From an optimization exercise on the open Yosys and OpenROAD flow, aimed at small area; shortcuts taken in it are not production practice. The RTL was checked by simulation tests, not by an equivalence proof against the original design. The clock port is modelled as an ideal driver; clocking choices that lean on that would not hold on a real chip.

Design spiMemorySlave, start of the top module:
module spiMemorySlave
#(
    parameter int waitTime = 3
) (
    input  logic clk,
    input  logic arstN,
    input  logic sclk,
    input  logic csN,
    input  logic mosi,
    output logic miso,
    output logic misoOe
);
==> flow/config.mk <==
export PLATFORM = sky130hd
export DESIGN_NAME = spiMemorySlave
export DESIGN_NICKNAME = spiMemorySlave
export VERILOG_FILES = /design/flow/design.v
export SDC_FILE = /design/flow/constraint.sdc
export NUM_CORES = 4
export LEC_CHECK = 0
export CAP_MARGIN = 20
export CORE_MARGIN = 2
export CORE_UTILIZATION = 40
export SLEW_MARGIN = 20
==> flow/constraint.sdc <==
create_clock -name core_clock -period 8.0 [get_ports {clk}]
set_input_delay 1.6000 -clock core_clock [delete_from_list [all_inputs] [get_ports {clk}]]
set_output_delay 1.6000 -clock core_clock [all_outputs]
set_load 0.01 [all_outputs]
standard.sh (not shown) runs the stock make flow with config.mk's settings and CLKGATE_MAP_FILE= SYNTH_SCRIPT=/design/flow/synth_recipe.tcl, a recipe that flattens the netlist after the stock synthesis.
==> flow/flow/run.sh <==
#!/bin/bash
# standard layout, with the clock tree built without dummy loads
set -euo pipefail
export CTS_ARGS="-sink_clustering_enable -repair_clock_nets -dont_use_dummy_load -buf_list sky130_fd_sc_hd__clkbuf_16 -root_buf sky130_fd_sc_hd__clkbuf_8 -tree_buf sky130_fd_sc_hd__clkbuf_8 -sink_clustering_buffer sky130_fd_sc_hd__clkbuf_16 -sink_clustering_size 36 -sink_clustering_max_diameter 80 -clustering_unbalance_ratio 1.0"
export BUFFER_PORTS_ARGS="-buffer_cell sky130_fd_sc_hd__buf_1"
bash standard.sh > standard_make.log 2>&1
Edit:
==> flow/flow/run.sh (replaced) <==
#!/bin/bash
# standard layout, with the clock tree built without dummy loads
set -euo pipefail
export CTS_ARGS="-sink_clustering_enable -repair_clock_nets -dont_use_dummy_load -buf_list sky130_fd_sc_hd__clkbuf_16 -root_buf sky130_fd_sc_hd__clkbuf_8 -tree_buf sky130_fd_sc_hd__clkbuf_8 -sink_clustering_buffer sky130_fd_sc_hd__clkbuf_16 -sink_clustering_size 36 -sink_clustering_max_diameter 60"
export BUFFER_PORTS_ARGS="-buffer_cell sky130_fd_sc_hd__buf_1"
bash standard.sh > standard_make.log 2>&1
Result:
- die area is unchanged
- final cell count hardly moves
- setup slack is better by 0.025 ns
- cell area came out higher by about 0.4%
Edit:
==> flow/flow/run.sh (replaced) <==
#!/bin/bash
# standard layout; the clock tree is built without dummy loads, with
# clkbuf_16 leaves and clkbuf_8 above them, then each leaf buffer is shrunk
# to the smallest clkbuf that keeps its clock-pin slew in margin; the ports
# get buf_1 buffers
set -euo pipefail
here=$(pwd)
export CTS_ARGS="-sink_clustering_enable -repair_clock_nets -dont_use_dummy_load -buf_list sky130_fd_sc_hd__clkbuf_16 -sink_clustering_size 36 -sink_clustering_max_diameter 80 -root_buf sky130_fd_sc_hd__clkbuf_8 -tree_buf sky130_fd_sc_hd__clkbuf_8 -sink_clustering_buffer sky130_fd_sc_hd__clkbuf_16"
export BUFFER_PORTS_ARGS="-buffer_cell sky130_fd_sc_hd__buf_1"
export POST_CTS_TCL="$here/flow/leaf_resize.tcl"
bash standard.sh > standard_make.log 2>&1
==> flow/flow/leaf_resize.tcl (new file) <==
# After clock tree synthesis: give each leaf clock buffer the smallest clkbuf
# that keeps the estimated slew at its flip-flop clock pins under a margin.
set leaf_slew_limit 0.110
set leaf_cells {sky130_fd_sc_hd__clkbuf_4 sky130_fd_sc_hd__clkbuf_8}
set block [ord::get_db_block]
estimate_parasitics -placement

proc leaf_worst_slew { inst } {
  set net [[$inst findITerm X] getNet]
  set worst 0
  foreach it [$net getITerms] {
    if { [$it isOutputSignal] } { continue }
    set p [get_pins "[[$it getInst] getName]/[[$it getMTerm] getName]"]
    set s [get_property $p slew_max]
    if { $s > $worst } { set worst $s }
  }
  return $worst
}

foreach inst [$block getInsts] {
  set orig [[$inst getMaster] getName]
  if { ![string match "clkbuf_leaf_*" [$inst getName]] } { continue }
  set done 0
  foreach cell $leaf_cells {
    replace_cell $inst $cell
    estimate_parasitics -placement
    set s [leaf_worst_slew $inst]
    if { $s <= $leaf_slew_limit } {
      puts "leaf_resize: [$inst getName] $orig -> $cell slew [format %.4f $s]"
      set done 1
      break
    }
  }
  if { !$done } {
    replace_cell $inst $orig
    estimate_parasitics -placement
    puts "leaf_resize: [$inst getName] keeps $orig slew [format %.4f [leaf_worst_slew $inst]]"
  }
}
What happened: The new run did not get past 4_1_cts, error STA-0124. Synthesized cell count does not change. Synthesized area is unchanged.
Edit:
==> flow/flow/run.sh (replaced) <==
#!/bin/bash
# standard layout, with the clock tree built without dummy loads
set -euo pipefail
export CTS_ARGS="-sink_clustering_enable -repair_clock_nets -dont_use_dummy_load -buf_list sky130_fd_sc_hd__clkbuf_16 -root_buf sky130_fd_sc_hd__clkbuf_8 -tree_buf sky130_fd_sc_hd__clkbuf_8 -sink_clustering_buffer sky130_fd_sc_hd__clkbuf_16 -sink_clustering_size 40 -sink_clustering_max_diameter 60"
export BUFFER_PORTS_ARGS="-buffer_cell sky130_fd_sc_hd__buf_1"
bash standard.sh > standard_make.log 2>&1
removed: flow/flow/leaf_resize.tcl
After rerunning:
- The new run produced a clean layout
- synthesized area does not change
- synthesized cell count does not change

afterwards: timing with drivers on the ports:
The results above use ideal ports. As a check the final layouts listed here were re-extracted and re-timed, cells and wires unchanged. Step 1 assumes that a clkbuf_16 drives the clock port and a buf_2 every other input. Step 2 moves the port delays by t, midway between the first and last clock arrival at a register: inputs arrive t later, outputs are due t later. That takes back most of the time a late clock gives input paths. Three values: ideal, step 1, step 2; two values: the first two.
| run | shift t [ns] | setup slack, ns | worst setup path after step 2 | worst slew at a driven data input, ns |
|---|---|---|---|---|
| the first run | 0.702 | 5.217 / 5.166 / 5.552 | register to register | 0.03 |
| the second run | 0.707 | 5.242 / 5.189 / 5.552 | register to register | 0.03 |
| the fourth run | 0.714 | 5.232 / 5.182 / 5.533 | register to register | 0.03 |
After both steps every run listed still meets setup and hold.
